From an optimization exercise on the open Yosys and OpenROAD flow, aimed at small area and a short achievable clock period; shortcuts taken in it are not production practice.
Function was not checked in any run shown here: the RTL went through the layout flow alone.

==> flow/design.v, too long to show whole: its modules and the start of the top module <==
// module nn_mac_engine: 1061 lines
// module nn_fa: 10 lines
// module nn_ha: 9 lines
module nn_mac_engine #(
  parameter int unsigned DW      = 8,
  parameter int unsigned N_LANES = 4,
  parameter int unsigned ACC_W   = 24,
  parameter int unsigned LEN_W   = 8,
  parameter int unsigned SH_W    = 5
) (
  input  logic                    clk,
  input  logic                    rst,
  input  logic                    start,
  input  logic [LEN_W-1:0]        len,
  input  logic [SH_W-1:0]         shift,
  input  logic                    relu_en,
  input  logic [N_LANES*DW-1:0]   in_a,
  input  logic [N_LANES*DW-1:0]   in_b,
  input  logic                    in_valid,
  output logic                    in_ready,
  output logic [DW-1:0]           out_data,
  output logic                    out_valid,
  input  logic                    out_ready,
  output logic                    busy,
  output logic                    done
);
  // ...
==> flow/run.sh <==
#!/bin/bash
# synth_recipe.tcl (not shown) runs the flow's synth.tcl, then flattens the netlist and writes it again
# the make line also repeats each setting of config.mk as NAME=value (left out here)
make -C /OpenROAD-flow-scripts/flow DESIGN_CONFIG=/design/flow/config.mk WORK_HOME=/design/flow/orfs CLKGATE_MAP_FILE= SYNTH_SCRIPT=/design/flow/synth_recipe.tcl finish
==> flow/config.mk <==
export PLATFORM = sky130hd
export DESIGN_NAME = nn_mac_engine
export DESIGN_NICKNAME = nn_mac_engine
export VERILOG_FILES = /design/flow/design.v
export SDC_FILE = /design/flow/constraint.sdc
export NUM_CORES = 4
export LEC_CHECK = 0
export ABC_CLOCK_PERIOD_IN_PS = 4000
export CAP_MARGIN = 20
export CORE_MARGIN = 2
export CORE_UTILIZATION = 40
export PLACE_DENSITY = 0.6
export SETUP_SLACK_MARGIN = 3.5
export SLEW_MARGIN = 20
export SYNTH_HIERARCHICAL = 1
==> flow/constraint.sdc <==
create_clock -name core_clock -period 7.5 [get_ports {clk}]
set_input_delay 1.5000 -clock core_clock [delete_from_list [all_inputs] [get_ports {clk}]]
set_output_delay 1.5000 -clock core_clock [all_outputs]
set_load 0.01 [all_outputs]
==> metrics.cfg, run 1 <==
[status]
status=finished clean

[yosys]
synth_cell_types=65
yosys_warnings=7
avgSynthCellArea_sq_um=11.3

[floorplan]
core.rowCount=65
die_w_um=183

[finish]
sh_seq_area_pct=17.8
final_cells=1672
postLayoutCoreUtil_pct=50.5
num-nonclk-buffers=153
largest_register_ffs=26
final-clk-cell-share_pct=3.78

[clocking]
ctsHoldBuffers=0

[placed_design]
pre_cts_ws_ns=1.60
globalplace.congestion=0.882
dp_cells=1580

[grt]
grt_remaining_overflow=0
grt_pass1_wl_mm=62.3

[sta]
max_slew.worst_pin.slew_ns=0.764
fin_tns_setup_ns=0

[critical_path]
cp-start-kind=flop
worstSetupPathType=reg2out

[detailed_routing]
top_layer=met4

==> inputs of run 2 (changes only) <==
--- a/flow/design.v
+++ b/flow/design.v
@@ -61,272 +61,274 @@
     if (!busy) begin
       cnt  <= len;
       sh   <= shift;
       relu <= relu_en;
     end else if (beat) begin
       cnt <= cnt - LEN_W'(1);
     end
   end
-  wire pp_0_0_0 = beat & in_a[0] & in_b[0];
-  wire pp_0_0_1 = beat & in_a[0] & in_b[1];
-  wire pp_0_0_2 = beat & in_a[0] & in_b[2];
-  wire pp_0_0_3 = beat & in_a[0] & in_b[3];
-  wire pp_0_0_4 = beat & in_a[0] & in_b[4];
-  wire pp_0_0_5 = beat & in_a[0] & in_b[5];
-  wire pp_0_0_6 = beat & in_a[0] & in_b[6];
+  logic [N_LANES*DW-1:0] a_g;
+  assign a_g = in_a & {(N_LANES*DW){beat}};
+  wire pp_0_0_0 = a_g[0] & in_b[0];
+  wire pp_0_0_1 = a_g[0] & in_b[1];
+  wire pp_0_0_2 = a_g[0] & in_b[2];
+  wire pp_0_0_3 = a_g[0] & in_b[3];
+  wire pp_0_0_4 = a_g[0] & in_b[4];
+  wire pp_0_0_5 = a_g[0] & in_b[5];
+  wire pp_0_0_6 = a_g[0] & in_b[6];
   wire pp_0_0_7 = beat & ~(in_a[0] & in_b[7]);
-  wire pp_0_1_0 = beat & in_a[1] & in_b[0];
-  wire pp_0_1_1 = beat & in_a[1] & in_b[1];
-  wire pp_0_1_2 = beat & in_a[1] & in_b[2];
-  wire pp_0_1_3 = beat & in_a[1] & in_b[3];
-  wire pp_0_1_4 = beat & in_a[1] & in_b[4];
-  wire pp_0_1_5 = beat & in_a[1] & in_b[5];
-  wire pp_0_1_6 = beat & in_a[1] & in_b[6];
+  wire pp_0_1_0 = a_g[1] & in_b[0];
+  wire pp_0_1_1 = a_g[1] & in_b[1];
+  wire pp_0_1_2 = a_g[1] & in_b[2];
+  wire pp_0_1_3 = a_g[1] & in_b[3];
+  wire pp_0_1_4 = a_g[1] & in_b[4];
+  wire pp_0_1_5 = a_g[1] & in_b[5];
+  wire pp_0_1_6 = a_g[1] & in_b[6];
   wire pp_0_1_7 = beat & ~(in_a[1] & in_b[7]);
-  wire pp_0_2_0 = beat & in_a[2] & in_b[0];
-  wire pp_0_2_1 = beat & in_a[2] & in_b[1];
-  wire pp_0_2_2 = beat & in_a[2] & in_b[2];
-  wire pp_0_2_3 = beat & in_a[2] & in_b[3];
-  wire pp_0_2_4 = beat & in_a[2] & in_b[4];
-  wire pp_0_2_5 = beat & in_a[2] & in_b[5];
-  wire pp_0_2_6 = beat & in_a[2] & in_b[6];
+  wire pp_0_2_0 = a_g[2] & in_b[0];
+  wire pp_0_2_1 = a_g[2] & in_b[1];
+  wire pp_0_2_2 = a_g[2] & in_b[2];
+  wire pp_0_2_3 = a_g[2] & in_b[3];
+  wire pp_0_2_4 = a_g[2] & in_b[4];
+  wire pp_0_2_5 = a_g[2] & in_b[5];
+  wire pp_0_2_6 = a_g[2] & in_b[6];
   wire pp_0_2_7 = beat & ~(in_a[2] & in_b[7]);
-  wire pp_0_3_0 = beat & in_a[3] & in_b[0];
-  wire pp_0_3_1 = beat & in_a[3] & in_b[1];
-  wire pp_0_3_2 = beat & in_a[3] & in_b[2];
-  wire pp_0_3_3 = beat & in_a[3] & in_b[3];
-  wire pp_0_3_4 = beat & in_a[3] & in_b[4];
-  wire pp_0_3_5 = beat & in_a[3] & in_b[5];
-  wire pp_0_3_6 = beat & in_a[3] & in_b[6];
+  wire pp_0_3_0 = a_g[3] & in_b[0];
+  wire pp_0_3_1 = a_g[3] & in_b[1];
+  wire pp_0_3_2 = a_g[3] & in_b[2];
+  wire pp_0_3_3 = a_g[3] & in_b[3];
+  wire pp_0_3_4 = a_g[3] & in_b[4];
+  wire pp_0_3_5 = a_g[3] & in_b[5];
+  wire pp_0_3_6 = a_g[3] & in_b[6];
   wire pp_0_3_7 = beat & ~(in_a[3] & in_b[7]);
-  wire pp_0_4_0 = beat & in_a[4] & in_b[0];
-  wire pp_0_4_1 = beat & in_a[4] & in_b[1];
-  wire pp_0_4_2 = beat & in_a[4] & in_b[2];
-  wire pp_0_4_3 = beat & in_a[4] & in_b[3];
-  wire pp_0_4_4 = beat & in_a[4] & in_b[4];
-  wire pp_0_4_5 = beat & in_a[4] & in_b[5];
-  wire pp_0_4_6 = beat & in_a[4] & in_b[6];
+  wire pp_0_4_0 = a_g[4] & in_b[0];
+  wire pp_0_4_1 = a_g[4] & in_b[1];
+  wire pp_0_4_2 = a_g[4] & in_b[2];
+  wire pp_0_4_3 = a_g[4] & in_b[3];
+  wire pp_0_4_4 = a_g[4] & in_b[4];
+  wire pp_0_4_5 = a_g[4] & in_b[5];
+  wire pp_0_4_6 = a_g[4] & in_b[6];
   wire pp_0_4_7 = beat & ~(in_a[4] & in_b[7]);
-  wire pp_0_5_0 = beat & in_a[5] & in_b[0];
-  wire pp_0_5_1 = beat & in_a[5] & in_b[1];
-  wire pp_0_5_2 = beat & in_a[5] & in_b[2];
-  wire pp_0_5_3 = beat & in_a[5] & in_b[3];
-  wire pp_0_5_4 = beat & in_a[5] & in_b[4];
-  wire pp_0_5_5 = beat & in_a[5] & in_b[5];
-  wire pp_0_5_6 = beat & in_a[5] & in_b[6];
+  wire pp_0_5_0 = a_g[5] & in_b[0];
+  wire pp_0_5_1 = a_g[5] & in_b[1];
+  wire pp_0_5_2 = a_g[5] & in_b[2];
+  wire pp_0_5_3 = a_g[5] & in_b[3];
+  wire pp_0_5_4 = a_g[5] & in_b[4];
+  wire pp_0_5_5 = a_g[5] & in_b[5];
+  wire pp_0_5_6 = a_g[5] & in_b[6];
   wire pp_0_5_7 = beat & ~(in_a[5] & in_b[7]);
-  wire pp_0_6_0 = beat & in_a[6] & in_b[0];
-  wire pp_0_6_1 = beat & in_a[6] & in_b[1];
-  wire pp_0_6_2 = beat & in_a[6] & in_b[2];
-  wire pp_0_6_3 = beat & in_a[6] & in_b[3];
-  wire pp_0_6_4 = beat & in_a[6] & in_b[4];
-  wire pp_0_6_5 = beat & in_a[6] & in_b[5];
-  wire pp_0_6_6 = beat & in_a[6] & in_b[6];
+  wire pp_0_6_0 = a_g[6] & in_b[0];
+  wire pp_0_6_1 = a_g[6] & in_b[1];
+  wire pp_0_6_2 = a_g[6] & in_b[2];
+  wire pp_0_6_3 = a_g[6] & in_b[3];
+  wire pp_0_6_4 = a_g[6] & in_b[4];
+  wire pp_0_6_5 = a_g[6] & in_b[5];
+  wire pp_0_6_6 = a_g[6] & in_b[6];
   wire pp_0_6_7 = beat & ~(in_a[6] & in_b[7]);
   wire pp_0_7_0 = beat & ~(in_a[7] & in_b[0]);
   wire pp_0_7_1 = beat & ~(in_a[7] & in_b[1]);
   wire pp_0_7_2 = beat & ~(in_a[7] & in_b[2]);
   wire pp_0_7_3 = beat & ~(in_a[7] & in_b[3]);
   wire pp_0_7_4 = beat & ~(in_a[7] & in_b[4]);
   wire pp_0_7_5 = beat & ~(in_a[7] & in_b[5]);
   wire pp_0_7_6 = beat & ~(in_a[7] & in_b[6]);
-  wire pp_0_7_7 = beat & in_a[7] & in_b[7];
-  wire pp_1_0_0 = beat & in_a[8] & in_b[8];
-  wire pp_1_0_1 = beat & in_a[8] & in_b[9];
-  wire pp_1_0_2 = beat & in_a[8] & in_b[10];
-  wire pp_1_0_3 = beat & in_a[8] & in_b[11];
-  wire pp_1_0_4 = beat & in_a[8] & in_b[12];
-  wire pp_1_0_5 = beat & in_a[8] & in_b[13];
-  wire pp_1_0_6 = beat & in_a[8] & in_b[14];
+  wire pp_0_7_7 = a_g[7] & in_b[7];
+  wire pp_1_0_0 = a_g[8] & in_b[8];
+  wire pp_1_0_1 = a_g[8] & in_b[9];
+  wire pp_1_0_2 = a_g[8] & in_b[10];
+  wire pp_1_0_3 = a_g[8] & in_b[11];
+  wire pp_1_0_4 = a_g[8] & in_b[12];
+  wire pp_1_0_5 = a_g[8] & in_b[13];
+  wire pp_1_0_6 = a_g[8] & in_b[14];
   wire pp_1_0_7 = beat & ~(in_a[8] & in_b[15]);
-  wire pp_1_1_0 = beat & in_a[9] & in_b[8];
-  wire pp_1_1_1 = beat & in_a[9] & in_b[9];
-  wire pp_1_1_2 = beat & in_a[9] & in_b[10];
-  wire pp_1_1_3 = beat & in_a[9] & in_b[11];
-  wire pp_1_1_4 = beat & in_a[9] & in_b[12];
-  wire pp_1_1_5 = beat & in_a[9] & in_b[13];
-  wire pp_1_1_6 = beat & in_a[9] & in_b[14];
+  wire pp_1_1_0 = a_g[9] & in_b[8];
+  wire pp_1_1_1 = a_g[9] & in_b[9];
+  wire pp_1_1_2 = a_g[9] & in_b[10];
+  wire pp_1_1_3 = a_g[9] & in_b[11];
+  wire pp_1_1_4 = a_g[9] & in_b[12];
+  wire pp_1_1_5 = a_g[9] & in_b[13];
+  wire pp_1_1_6 = a_g[9] & in_b[14];
   wire pp_1_1_7 = beat & ~(in_a[9] & in_b[15]);
-  wire pp_1_2_0 = beat & in_a[10] & in_b[8];
-  wire pp_1_2_1 = beat & in_a[10] & in_b[9];
-  wire pp_1_2_2 = beat & in_a[10] & in_b[10];
-  wire pp_1_2_3 = beat & in_a[10] & in_b[11];
-  wire pp_1_2_4 = beat & in_a[10] & in_b[12];
-  wire pp_1_2_5 = beat & in_a[10] & in_b[13];
-  wire pp_1_2_6 = beat & in_a[10] & in_b[14];
+  wire pp_1_2_0 = a_g[10] & in_b[8];
+  wire pp_1_2_1 = a_g[10] & in_b[9];
+  wire pp_1_2_2 = a_g[10] & in_b[10];
+  wire pp_1_2_3 = a_g[10] & in_b[11];
+  wire pp_1_2_4 = a_g[10] & in_b[12];
+  wire pp_1_2_5 = a_g[10] & in_b[13];
+  wire pp_1_2_6 = a_g[10] & in_b[14];
   wire pp_1_2_7 = beat & ~(in_a[10] & in_b[15]);
-  wire pp_1_3_0 = beat & in_a[11] & in_b[8];
-  wire pp_1_3_1 = beat & in_a[11] & in_b[9];
-  wire pp_1_3_2 = beat & in_a[11] & in_b[10];
-  wire pp_1_3_3 = beat & in_a[11] & in_b[11];
-  wire pp_1_3_4 = beat & in_a[11] & in_b[12];
-  wire pp_1_3_5 = beat & in_a[11] & in_b[13];
-  wire pp_1_3_6 = beat & in_a[11] & in_b[14];
+  wire pp_1_3_0 = a_g[11] & in_b[8];
+  wire pp_1_3_1 = a_g[11] & in_b[9];
+  wire pp_1_3_2 = a_g[11] & in_b[10];
+  wire pp_1_3_3 = a_g[11] & in_b[11];
+  wire pp_1_3_4 = a_g[11] & in_b[12];
+  wire pp_1_3_5 = a_g[11] & in_b[13];
+  wire pp_1_3_6 = a_g[11] & in_b[14];
   wire pp_1_3_7 = beat & ~(in_a[11] & in_b[15]);
-  wire pp_1_4_0 = beat & in_a[12] & in_b[8];
-  wire pp_1_4_1 = beat & in_a[12] & in_b[9];
-  wire pp_1_4_2 = beat & in_a[12] & in_b[10];
-  wire pp_1_4_3 = beat & in_a[12] & in_b[11];
-  wire pp_1_4_4 = beat & in_a[12] & in_b[12];
-  wire pp_1_4_5 = beat & in_a[12] & in_b[13];
-  wire pp_1_4_6 = beat & in_a[12] & in_b[14];
+  wire pp_1_4_0 = a_g[12] & in_b[8];
+  wire pp_1_4_1 = a_g[12] & in_b[9];
+  wire pp_1_4_2 = a_g[12] & in_b[10];
+  wire pp_1_4_3 = a_g[12] & in_b[11];
+  wire pp_1_4_4 = a_g[12] & in_b[12];
+  wire pp_1_4_5 = a_g[12] & in_b[13];
+  wire pp_1_4_6 = a_g[12] & in_b[14];
   wire pp_1_4_7 = beat & ~(in_a[12] & in_b[15]);
-  wire pp_1_5_0 = beat & in_a[13] & in_b[8];
-  wire pp_1_5_1 = beat & in_a[13] & in_b[9];
-  wire pp_1_5_2 = beat & in_a[13] & in_b[10];
-  wire pp_1_5_3 = beat & in_a[13] & in_b[11];
-  wire pp_1_5_4 = beat & in_a[13] & in_b[12];
-  wire pp_1_5_5 = beat & in_a[13] & in_b[13];
-  wire pp_1_5_6 = beat & in_a[13] & in_b[14];
+  wire pp_1_5_0 = a_g[13] & in_b[8];
+  wire pp_1_5_1 = a_g[13] & in_b[9];
+  wire pp_1_5_2 = a_g[13] & in_b[10];
+  wire pp_1_5_3 = a_g[13] & in_b[11];
+  wire pp_1_5_4 = a_g[13] & in_b[12];
+  wire pp_1_5_5 = a_g[13] & in_b[13];
+  wire pp_1_5_6 = a_g[13] & in_b[14];
   wire pp_1_5_7 = beat & ~(in_a[13] & in_b[15]);
-  wire pp_1_6_0 = beat & in_a[14] & in_b[8];
-  wire pp_1_6_1 = beat & in_a[14] & in_b[9];
-  wire pp_1_6_2 = beat & in_a[14] & in_b[10];
-  wire pp_1_6_3 = beat & in_a[14] & in_b[11];
-  wire pp_1_6_4 = beat & in_a[14] & in_b[12];
-  wire pp_1_6_5 = beat & in_a[14] & in_b[13];
-  wire pp_1_6_6 = beat & in_a[14] & in_b[14];
+  wire pp_1_6_0 = a_g[14] & in_b[8];
+  wire pp_1_6_1 = a_g[14] & in_b[9];
+  wire pp_1_6_2 = a_g[14] & in_b[10];
+  wire pp_1_6_3 = a_g[14] & in_b[11];
+  wire pp_1_6_4 = a_g[14] & in_b[12];
+  wire pp_1_6_5 = a_g[14] & in_b[13];
+  wire pp_1_6_6 = a_g[14] & in_b[14];
   wire pp_1_6_7 = beat & ~(in_a[14] & in_b[15]);
   wire pp_1_7_0 = beat & ~(in_a[15] & in_b[8]);
   wire pp_1_7_1 = beat & ~(in_a[15] & in_b[9]);
   wire pp_1_7_2 = beat & ~(in_a[15] & in_b[10]);
   wire pp_1_7_3 = beat & ~(in_a[15] & in_b[11]);
   wire pp_1_7_4 = beat & ~(in_a[15] & in_b[12]);
   wire pp_1_7_5 = beat & ~(in_a[15] & in_b[13]);
   wire pp_1_7_6 = beat & ~(in_a[15] & in_b[14]);
-  wire pp_1_7_7 = beat & in_a[15] & in_b[15];
-  wire pp_2_0_0 = beat & in_a[16] & in_b[16];
-  wire pp_2_0_1 = beat & in_a[16] & in_b[17];
-  wire pp_2_0_2 = beat & in_a[16] & in_b[18];
-  wire pp_2_0_3 = beat & in_a[16] & in_b[19];
-  wire pp_2_0_4 = beat & in_a[16] & in_b[20];
-  wire pp_2_0_5 = beat & in_a[16] & in_b[21];
-  wire pp_2_0_6 = beat & in_a[16] & in_b[22];
+  wire pp_1_7_7 = a_g[15] & in_b[15];
+  wire pp_2_0_0 = a_g[16] & in_b[16];
+  wire pp_2_0_1 = a_g[16] & in_b[17];
+  wire pp_2_0_2 = a_g[16] & in_b[18];
+  wire pp_2_0_3 = a_g[16] & in_b[19];
+  wire pp_2_0_4 = a_g[16] & in_b[20];
+  wire pp_2_0_5 = a_g[16] & in_b[21];
+  wire pp_2_0_6 = a_g[16] & in_b[22];
   wire pp_2_0_7 = beat & ~(in_a[16] & in_b[23]);
-  wire pp_2_1_0 = beat & in_a[17] & in_b[16];
-  wire pp_2_1_1 = beat & in_a[17] & in_b[17];
-  wire pp_2_1_2 = beat & in_a[17] & in_b[18];
-  wire pp_2_1_3 = beat & in_a[17] & in_b[19];
-  wire pp_2_1_4 = beat & in_a[17] & in_b[20];
-  wire pp_2_1_5 = beat & in_a[17] & in_b[21];
-  wire pp_2_1_6 = beat & in_a[17] & in_b[22];
+  wire pp_2_1_0 = a_g[17] & in_b[16];
+  wire pp_2_1_1 = a_g[17] & in_b[17];
+  wire pp_2_1_2 = a_g[17] & in_b[18];
+  wire pp_2_1_3 = a_g[17] & in_b[19];
+  wire pp_2_1_4 = a_g[17] & in_b[20];
+  wire pp_2_1_5 = a_g[17] & in_b[21];
+  wire pp_2_1_6 = a_g[17] & in_b[22];
   wire pp_2_1_7 = beat & ~(in_a[17] & in_b[23]);
-  wire pp_2_2_0 = beat & in_a[18] & in_b[16];
-  wire pp_2_2_1 = beat & in_a[18] & in_b[17];
-  wire pp_2_2_2 = beat & in_a[18] & in_b[18];
-  wire pp_2_2_3 = beat & in_a[18] & in_b[19];
-  wire pp_2_2_4 = beat & in_a[18] & in_b[20];
-  wire pp_2_2_5 = beat & in_a[18] & in_b[21];
-  wire pp_2_2_6 = beat & in_a[18] & in_b[22];
+  wire pp_2_2_0 = a_g[18] & in_b[16];
+  wire pp_2_2_1 = a_g[18] & in_b[17];
+  wire pp_2_2_2 = a_g[18] & in_b[18];
+  wire pp_2_2_3 = a_g[18] & in_b[19];
+  wire pp_2_2_4 = a_g[18] & in_b[20];
+  wire pp_2_2_5 = a_g[18] & in_b[21];
+  wire pp_2_2_6 = a_g[18] & in_b[22];
   wire pp_2_2_7 = beat & ~(in_a[18] & in_b[23]);
-  wire pp_2_3_0 = beat & in_a[19] & in_b[16];
-  wire pp_2_3_1 = beat & in_a[19] & in_b[17];
-  wire pp_2_3_2 = beat & in_a[19] & in_b[18];
-  wire pp_2_3_3 = beat & in_a[19] & in_b[19];
-  wire pp_2_3_4 = beat & in_a[19] & in_b[20];
-  wire pp_2_3_5 = beat & in_a[19] & in_b[21];
-  wire pp_2_3_6 = beat & in_a[19] & in_b[22];
+  wire pp_2_3_0 = a_g[19] & in_b[16];
+  wire pp_2_3_1 = a_g[19] & in_b[17];
+  wire pp_2_3_2 = a_g[19] & in_b[18];
+  wire pp_2_3_3 = a_g[19] & in_b[19];
+  wire pp_2_3_4 = a_g[19] & in_b[20];
+  wire pp_2_3_5 = a_g[19] & in_b[21];
+  wire pp_2_3_6 = a_g[19] & in_b[22];
   wire pp_2_3_7 = beat & ~(in_a[19] & in_b[23]);
-  wire pp_2_4_0 = beat & in_a[20] & in_b[16];
-  wire pp_2_4_1 = beat & in_a[20] & in_b[17];
-  wire pp_2_4_2 = beat & in_a[20] & in_b[18];
-  wire pp_2_4_3 = beat & in_a[20] & in_b[19];
-  wire pp_2_4_4 = beat & in_a[20] & in_b[20];
-  wire pp_2_4_5 = beat & in_a[20] & in_b[21];
-  wire pp_2_4_6 = beat & in_a[20] & in_b[22];
+  wire pp_2_4_0 = a_g[20] & in_b[16];
+  wire pp_2_4_1 = a_g[20] & in_b[17];
+  wire pp_2_4_2 = a_g[20] & in_b[18];
+  wire pp_2_4_3 = a_g[20] & in_b[19];
+  wire pp_2_4_4 = a_g[20] & in_b[20];
+  wire pp_2_4_5 = a_g[20] & in_b[21];
+  wire pp_2_4_6 = a_g[20] & in_b[22];
   wire pp_2_4_7 = beat & ~(in_a[20] & in_b[23]);
-  wire pp_2_5_0 = beat & in_a[21] & in_b[16];
-  wire pp_2_5_1 = beat & in_a[21] & in_b[17];
-  wire pp_2_5_2 = beat & in_a[21] & in_b[18];
-  wire pp_2_5_3 = beat & in_a[21] & in_b[19];
-  wire pp_2_5_4 = beat & in_a[21] & in_b[20];
-  wire pp_2_5_5 = beat & in_a[21] & in_b[21];
-  wire pp_2_5_6 = beat & in_a[21] & in_b[22];
+  wire pp_2_5_0 = a_g[21] & in_b[16];
+  wire pp_2_5_1 = a_g[21] & in_b[17];
+  wire pp_2_5_2 = a_g[21] & in_b[18];
+  wire pp_2_5_3 = a_g[21] & in_b[19];
+  wire pp_2_5_4 = a_g[21] & in_b[20];
+  wire pp_2_5_5 = a_g[21] & in_b[21];
+  wire pp_2_5_6 = a_g[21] & in_b[22];
   wire pp_2_5_7 = beat & ~(in_a[21] & in_b[23]);
-  wire pp_2_6_0 = beat & in_a[22] & in_b[16];
-  wire pp_2_6_1 = beat & in_a[22] & in_b[17];
-  wire pp_2_6_2 = beat & in_a[22] & in_b[18];
-  wire pp_2_6_3 = beat & in_a[22] & in_b[19];
-  wire pp_2_6_4 = beat & in_a[22] & in_b[20];
-  wire pp_2_6_5 = beat & in_a[22] & in_b[21];
-  wire pp_2_6_6 = beat & in_a[22] & in_b[22];
+  wire pp_2_6_0 = a_g[22] & in_b[16];
+  wire pp_2_6_1 = a_g[22] & in_b[17];
+  wire pp_2_6_2 = a_g[22] & in_b[18];
+  wire pp_2_6_3 = a_g[22] & in_b[19];
+  wire pp_2_6_4 = a_g[22] & in_b[20];
+  wire pp_2_6_5 = a_g[22] & in_b[21];
+  wire pp_2_6_6 = a_g[22] & in_b[22];
   wire pp_2_6_7 = beat & ~(in_a[22] & in_b[23]);
   wire pp_2_7_0 = beat & ~(in_a[23] & in_b[16]);
   wire pp_2_7_1 = beat & ~(in_a[23] & in_b[17]);
   wire pp_2_7_2 = beat & ~(in_a[23] & in_b[18]);
   wire pp_2_7_3 = beat & ~(in_a[23] & in_b[19]);
   wire pp_2_7_4 = beat & ~(in_a[23] & in_b[20]);
   wire pp_2_7_5 = beat & ~(in_a[23] & in_b[21]);
   wire pp_2_7_6 = beat & ~(in_a[23] & in_b[22]);
-  wire pp_2_7_7 = beat & in_a[23] & in_b[23];
-  wire pp_3_0_0 = beat & in_a[24] & in_b[24];
-  wire pp_3_0_1 = beat & in_a[24] & in_b[25];
-  wire pp_3_0_2 = beat & in_a[24] & in_b[26];
-  wire pp_3_0_3 = beat & in_a[24] & in_b[27];
-  wire pp_3_0_4 = beat & in_a[24] & in_b[28];
-  wire pp_3_0_5 = beat & in_a[24] & in_b[29];
-  wire pp_3_0_6 = beat & in_a[24] & in_b[30];
+  wire pp_2_7_7 = a_g[23] & in_b[23];
+  wire pp_3_0_0 = a_g[24] & in_b[24];
+  wire pp_3_0_1 = a_g[24] & in_b[25];
+  wire pp_3_0_2 = a_g[24] & in_b[26];
+  wire pp_3_0_3 = a_g[24] & in_b[27];
+  wire pp_3_0_4 = a_g[24] & in_b[28];
+  wire pp_3_0_5 = a_g[24] & in_b[29];
+  wire pp_3_0_6 = a_g[24] & in_b[30];
   wire pp_3_0_7 = beat & ~(in_a[24] & in_b[31]);
-  wire pp_3_1_0 = beat & in_a[25] & in_b[24];
-  wire pp_3_1_1 = beat & in_a[25] & in_b[25];
-  wire pp_3_1_2 = beat & in_a[25] & in_b[26];
-  wire pp_3_1_3 = beat & in_a[25] & in_b[27];
-  wire pp_3_1_4 = beat & in_a[25] & in_b[28];
-  wire pp_3_1_5 = beat & in_a[25] & in_b[29];
-  wire pp_3_1_6 = beat & in_a[25] & in_b[30];
+  wire pp_3_1_0 = a_g[25] & in_b[24];
+  wire pp_3_1_1 = a_g[25] & in_b[25];
+  wire pp_3_1_2 = a_g[25] & in_b[26];
+  wire pp_3_1_3 = a_g[25] & in_b[27];
+  wire pp_3_1_4 = a_g[25] & in_b[28];
+  wire pp_3_1_5 = a_g[25] & in_b[29];
+  wire pp_3_1_6 = a_g[25] & in_b[30];
   wire pp_3_1_7 = beat & ~(in_a[25] & in_b[31]);
-  wire pp_3_2_0 = beat & in_a[26] & in_b[24];
-  wire pp_3_2_1 = beat & in_a[26] & in_b[25];
-  wire pp_3_2_2 = beat & in_a[26] & in_b[26];
-  wire pp_3_2_3 = beat & in_a[26] & in_b[27];
-  wire pp_3_2_4 = beat & in_a[26] & in_b[28];
-  wire pp_3_2_5 = beat & in_a[26] & in_b[29];
-  wire pp_3_2_6 = beat & in_a[26] & in_b[30];
+  wire pp_3_2_0 = a_g[26] & in_b[24];
+  wire pp_3_2_1 = a_g[26] & in_b[25];
+  wire pp_3_2_2 = a_g[26] & in_b[26];
+  wire pp_3_2_3 = a_g[26] & in_b[27];
+  wire pp_3_2_4 = a_g[26] & in_b[28];
+  wire pp_3_2_5 = a_g[26] & in_b[29];
+  wire pp_3_2_6 = a_g[26] & in_b[30];
   wire pp_3_2_7 = beat & ~(in_a[26] & in_b[31]);
-  wire pp_3_3_0 = beat & in_a[27] & in_b[24];
-  wire pp_3_3_1 = beat & in_a[27] & in_b[25];
-  wire pp_3_3_2 = beat & in_a[27] & in_b[26];
-  wire pp_3_3_3 = beat & in_a[27] & in_b[27];
-  wire pp_3_3_4 = beat & in_a[27] & in_b[28];
-  wire pp_3_3_5 = beat & in_a[27] & in_b[29];
-  wire pp_3_3_6 = beat & in_a[27] & in_b[30];
+  wire pp_3_3_0 = a_g[27] & in_b[24];
+  wire pp_3_3_1 = a_g[27] & in_b[25];
+  wire pp_3_3_2 = a_g[27] & in_b[26];
+  wire pp_3_3_3 = a_g[27] & in_b[27];
+  wire pp_3_3_4 = a_g[27] & in_b[28];
+  wire pp_3_3_5 = a_g[27] & in_b[29];
+  wire pp_3_3_6 = a_g[27] & in_b[30];
   wire pp_3_3_7 = beat & ~(in_a[27] & in_b[31]);
-  wire pp_3_4_0 = beat & in_a[28] & in_b[24];
-  wire pp_3_4_1 = beat & in_a[28] & in_b[25];
-  wire pp_3_4_2 = beat & in_a[28] & in_b[26];
-  wire pp_3_4_3 = beat & in_a[28] & in_b[27];
-  wire pp_3_4_4 = beat & in_a[28] & in_b[28];
-  wire pp_3_4_5 = beat & in_a[28] & in_b[29];
-  wire pp_3_4_6 = beat & in_a[28] & in_b[30];
+  wire pp_3_4_0 = a_g[28] & in_b[24];
+  wire pp_3_4_1 = a_g[28] & in_b[25];
+  wire pp_3_4_2 = a_g[28] & in_b[26];
+  wire pp_3_4_3 = a_g[28] & in_b[27];
+  wire pp_3_4_4 = a_g[28] & in_b[28];
+  wire pp_3_4_5 = a_g[28] & in_b[29];
+  wire pp_3_4_6 = a_g[28] & in_b[30];
   wire pp_3_4_7 = beat & ~(in_a[28] & in_b[31]);
-  wire pp_3_5_0 = beat & in_a[29] & in_b[24];
-  wire pp_3_5_1 = beat & in_a[29] & in_b[25];
-  wire pp_3_5_2 = beat & in_a[29] & in_b[26];
-  wire pp_3_5_3 = beat & in_a[29] & in_b[27];
-  wire pp_3_5_4 = beat & in_a[29] & in_b[28];
-  wire pp_3_5_5 = beat & in_a[29] & in_b[29];
-  wire pp_3_5_6 = beat & in_a[29] & in_b[30];
+  wire pp_3_5_0 = a_g[29] & in_b[24];
+  wire pp_3_5_1 = a_g[29] & in_b[25];
+  wire pp_3_5_2 = a_g[29] & in_b[26];
+  wire pp_3_5_3 = a_g[29] & in_b[27];
+  wire pp_3_5_4 = a_g[29] & in_b[28];
+  wire pp_3_5_5 = a_g[29] & in_b[29];
+  wire pp_3_5_6 = a_g[29] & in_b[30];
   wire pp_3_5_7 = beat & ~(in_a[29] & in_b[31]);
-  wire pp_3_6_0 = beat & in_a[30] & in_b[24];
-  wire pp_3_6_1 = beat & in_a[30] & in_b[25];
-  wire pp_3_6_2 = beat & in_a[30] & in_b[26];
-  wire pp_3_6_3 = beat & in_a[30] & in_b[27];
-  wire pp_3_6_4 = beat & in_a[30] & in_b[28];
-  wire pp_3_6_5 = beat & in_a[30] & in_b[29];
-  wire pp_3_6_6 = beat & in_a[30] & in_b[30];
+  wire pp_3_6_0 = a_g[30] & in_b[24];
+  wire pp_3_6_1 = a_g[30] & in_b[25];
+  wire pp_3_6_2 = a_g[30] & in_b[26];
+  wire pp_3_6_3 = a_g[30] & in_b[27];
+  wire pp_3_6_4 = a_g[30] & in_b[28];
+  wire pp_3_6_5 = a_g[30] & in_b[29];
+  wire pp_3_6_6 = a_g[30] & in_b[30];
   wire pp_3_6_7 = beat & ~(in_a[30] & in_b[31]);
   wire pp_3_7_0 = beat & ~(in_a[31] & in_b[24]);
   wire pp_3_7_1 = beat & ~(in_a[31] & in_b[25]);
   wire pp_3_7_2 = beat & ~(in_a[31] & in_b[26]);
   wire pp_3_7_3 = beat & ~(in_a[31] & in_b[27]);
   wire pp_3_7_4 = beat & ~(in_a[31] & in_b[28]);
   wire pp_3_7_5 = beat & ~(in_a[31] & in_b[29]);
   wire pp_3_7_6 = beat & ~(in_a[31] & in_b[30]);
-  wire pp_3_7_7 = beat & in_a[31] & in_b[31];
+  wire pp_3_7_7 = a_g[31] & in_b[31];
   wire xs1, xc2;
   nn_fa u_xs1 (.a(pp_0_0_1), .b(pp_0_1_0), .ci(pp_1_0_1), .s(xs1), .co(xc2));
   wire xs3, xc4;
   nn_fa u_xs3 (.a(pp_0_0_2), .b(pp_0_1_1), .ci(pp_0_2_0), .s(xs3), .co(xc4));
   wire xs5, xc6;
   nn_fa u_xs5 (.a(pp_1_0_2), .b(pp_1_1_1), .ci(pp_1_2_0), .s(xs5), .co(xc6));
   wire xs7, xc8;
   nn_fa u_xs7 (.a(pp_2_0_2), .b(pp_2_1_1), .ci(pp_2_2_0), .s(xs7), .co(xc8));
@@ -1073,8 +1075,17 @@
   input  logic a,
   input  logic b,
   output logic s,
   output logic co
 );
   assign s  = a ^ b;
   assign co = a & b;
 endmodule
+module nn_hac (
+  input  logic a,
+  input  logic b,
+  output logic s,
+  output logic co
+);
+  assign s  = ~(a ^ b);
+  assign co = a | b;
+endmodule
==> run 2 against run 1 <==
Compared with the run above: synthesized cell count decreased by 0.79%; fmax fell by 2.8%; clock-buffer cell count is the same; cell count is 0.18% lower; non-clock buffer count rose by 4; highest routed layer unchanged.
==> metrics.cfg, run 2 <==
[grt]
grt_usage_pct=24.4
grt_pass1_wl_mm=60.8  ; -2.3%
grt_max_degree=77
grt_remaining_overflow=0  ; unchanged
grt_pass1_vias=10300
antenna_found_initial=0

[yosys]
ys_seq_elements=134
synthTopCellsByArea=fa_1 (38%), dfxtp_1 (18%), and3_1 (9.9%), ha_1 (5.2%), a21oi_1 (3.9%)
yosysMostFrequentCell=fa_1
yosys_warnings=7  ; unchanged
synth_area_leader_cell=fa_1
synthArstFlopShare_pct=2.24
netlist_top_cells_count=fa_1 (240), and3_1 (201), dfxtp_1 (117)
ys_seq_area_share_pct=22.2
syn_inst=1131
synth_edf_count=14
synth_fp_nets=1507
avgSynthCellArea_sq_um=11.3  ; about the same
syn-cell-area_sq_um=12800
synth_cell_types=68  ; +4.6%
synth_ff_type=dfxtp_1
synth_top_area_share_pct=37.6

[critical_path]
worstPathArrival_ns=2.74
crit_path_top_delay_cell=or4_1
critPathMaxStageDelay_ns=0.48
crit_path_cell_trace=buf_12, nor2b_1, or4_1, o22ai_2, a21oi_2, o41a_1, buf_6, buf_6, a21oi_2, buf_2
required_ns=6.00
cp-end-kind=primary output
rrSetupSlack_ns=3.57
worstSetupPathType=reg2out
path_buf_inv=4
worst_r2r_endpoint=acc[25]
cp.depth=10
r2r-start=q82
path_delay_family=compound AO/OA/AOI/OAI gates
reg2reg_depth=11
cp-start-kind=flop
crit_fanout=7
crit_start=sh[3]
worstSetupEndpoint=out_data[1]

[clocking]
root_buffer=clkbuf_16
h-tree-depth=4
cts_buffer_depth=2
path_clk_slew_ns=0.06
clock_latency_ns=0.44
cts_tree=done
ctsHoldBuffers=0  ; unchanged
cts_sinks=134
cts_buffers=17

[finish]
nNetsFinal=1630
layout_commonest_cell=and3_1
area_growth_pct=24.8
antenna_cells=0
largest_register_ffs=26  ; unchanged
final_layout_size_suffix_gt1_share_pct=20.8
reg.largest.list=acc x26, cnt x8, sh x5
regMostFlops=acc
layout_common_cells=and3_1 (193), fa_1 (187), dfxtp_1 (110)

[detailed_routing]
vias_per_cell=5.92
drc=0
drt_iter0_markers=848
vias=9879
drt-total-wl_mm=40.4
ant_nets=0
wl_per_cell_um=24.2
firstDrtPassIters=5

[status]
status=finished clean

[sta]
rsz0062_at_grt=true
max_slew.worst_pin.slew_ns=0.883  ; +0.119 ns
hold_viol=0
finalWorstSetupSlack_ns=3.26
fin_tns_setup_ns=0  ; unchanged
max_slew_margin_pct=40.6
fin_crit_sh_pct=56.5
finalMaxSlewViolations=0
skew_ns=0.0137
whs_ns=0.574
setup_violations=0
clock.fmax_ghz=0.236
layout_min_cycle_time_ns=4.24

[placed_design]
pre_cts_ws_ns=1.51  ; -0.0835 ns
dpl.hpwl_mm=29.0
globalplace.congestion=0.868  ; -1.6%
port_buffers=94

[floorplan]
core.rowCount=65  ; unchanged
die_w_um=183  ; -0.36%
start_util_pct=40.6
num_io_pins=95
core-area_sq_um=31500
die_y_um=183
die-area_sq_um=33400

[run]
drv_cap=0

[worst_hold_path]
hold_path_class=reg2reg

run 2: changes by cell type in the layout (fill, tap and decap cells not counted), moves of 6 or more:
cell / change
dlymetal6s2s_1: +10
nand2_1: -6
fa_1: +9
nor2_1: +7
buf_4: +6
nand3_1: -6
a21oi_1: -7
a21o_1: +8
dlygate4sd2_1: -11
mux2i_1: -6
fa_2: -9
run 2: worst min-delay path, delay by kind of cell, from the launching register on:
kind | cells | cell delay (ns)
flops | 1 | 0.38
compound gates | 2 | 0.15
run 2: Yosys stat by module (local to each module, per instance):
module	cell area, sq um	flops+latches	times used	cells
nn_ha	12.5	0	26	1
nn_fa	20.0	0	239	1
nn_mac_engine	7650	134	1	866
run 2: per-layer routing:
metal / part of all wire (%) / vias to the layer above / global-route usage (%)
met3: 7.3 / 44 / 3.97
li1: - / 4292 / -
met4: 1.8 / 0 / 6.77
met2: 48 / 483 / 39.9
met1: 43 / 5060 / 33.7
met5: 0 / - / 0
run 2: repair_timing:
action	4_1_cts	5_1_grt
pin swaps	24	20
hold endpoints to repair	0	0
cloned	8	4
setup endpoints to repair	85	40
buffers inserted	39	12
resized for setup	155	74
run 2: final cells by class:
cell class / count / area (sq um)
clock buffer: 17 / 425
clock inverter: 15 / 180
fill: 2749 / 15500
inverter: 18 / 83.8
multi-input combinational: 922 / 10200
sequential: 134 / 2850
tap: 402 / 503
timing repair buffer: 157 / 1610
timing repair inverter: 4 / 45.0
run 2: logic make-up (layout without fill, tap and decap cells):
kind of cell,after synthesis,after routing,synth area share [%]
flops,134,134,22.2
buf+inv,78,211,2.59
fa+ha+maj,293,293,42.8
simple gates,359,362,16.1
xor+xnor,18,18,1.24
mux,41,41,4.96
compound gates,208,208,10.0
run 2: through the flow:
stage / cell area [sq um] / util [%] / instances
final: 15900 / 50.6 / 1669
after global routing: 15900 / 50.6 / 1669
after CTS: 15500 / 49.2 / 1653
after detailed placement: 14100 / 44.9 / 1574
after global placement: 14100 / 44.9 / 1574
after floorplan: 13000 / - / 1131
run 2: how the worst min path moves through the flow:
stage	start	to	cells past startpoint
after floorplan	out_valid	out_valid	2
after global placement	out_valid	out_valid	2
after detailed placement	out_valid	out_valid	2
after CTS	out_valid	out_valid	2
after global routing	out_valid	out_valid	2
final	out_valid	out_valid	2

==> port drivers added, routing unchanged <==
Ports are ideal in the flow. The routed layouts listed here were re-timed in OpenROAD. Step 1, drivers: a clkbuf_16 drives clk and a buf_2 each remaining input, both assumed. Step 2 moves the port delays by t, midway between the first and last clock arrival at a register: inputs arrive t later, outputs are due t later. That takes back most of the time a late clock gives input paths. a / b / c = no drivers / after step 1 / after step 2; a / b = the first two.
run	shift t [ns]	setup WS [ns]	worst hold slack (ns)	worst setup path at the end
run 1	0.480	3.383 / 3.330 / 3.067	0.567 / 0.567 / 0.567	input to register
run 2	0.478	3.264 / 3.215 / 3.067	0.574 / 0.574 / 0.574	input to register
After both steps setup and hold are still met in every run listed. For run 1, which loses most, drivers alone change the setup slack by -0.053 ns; drivers and shift together by -0.316 ns.
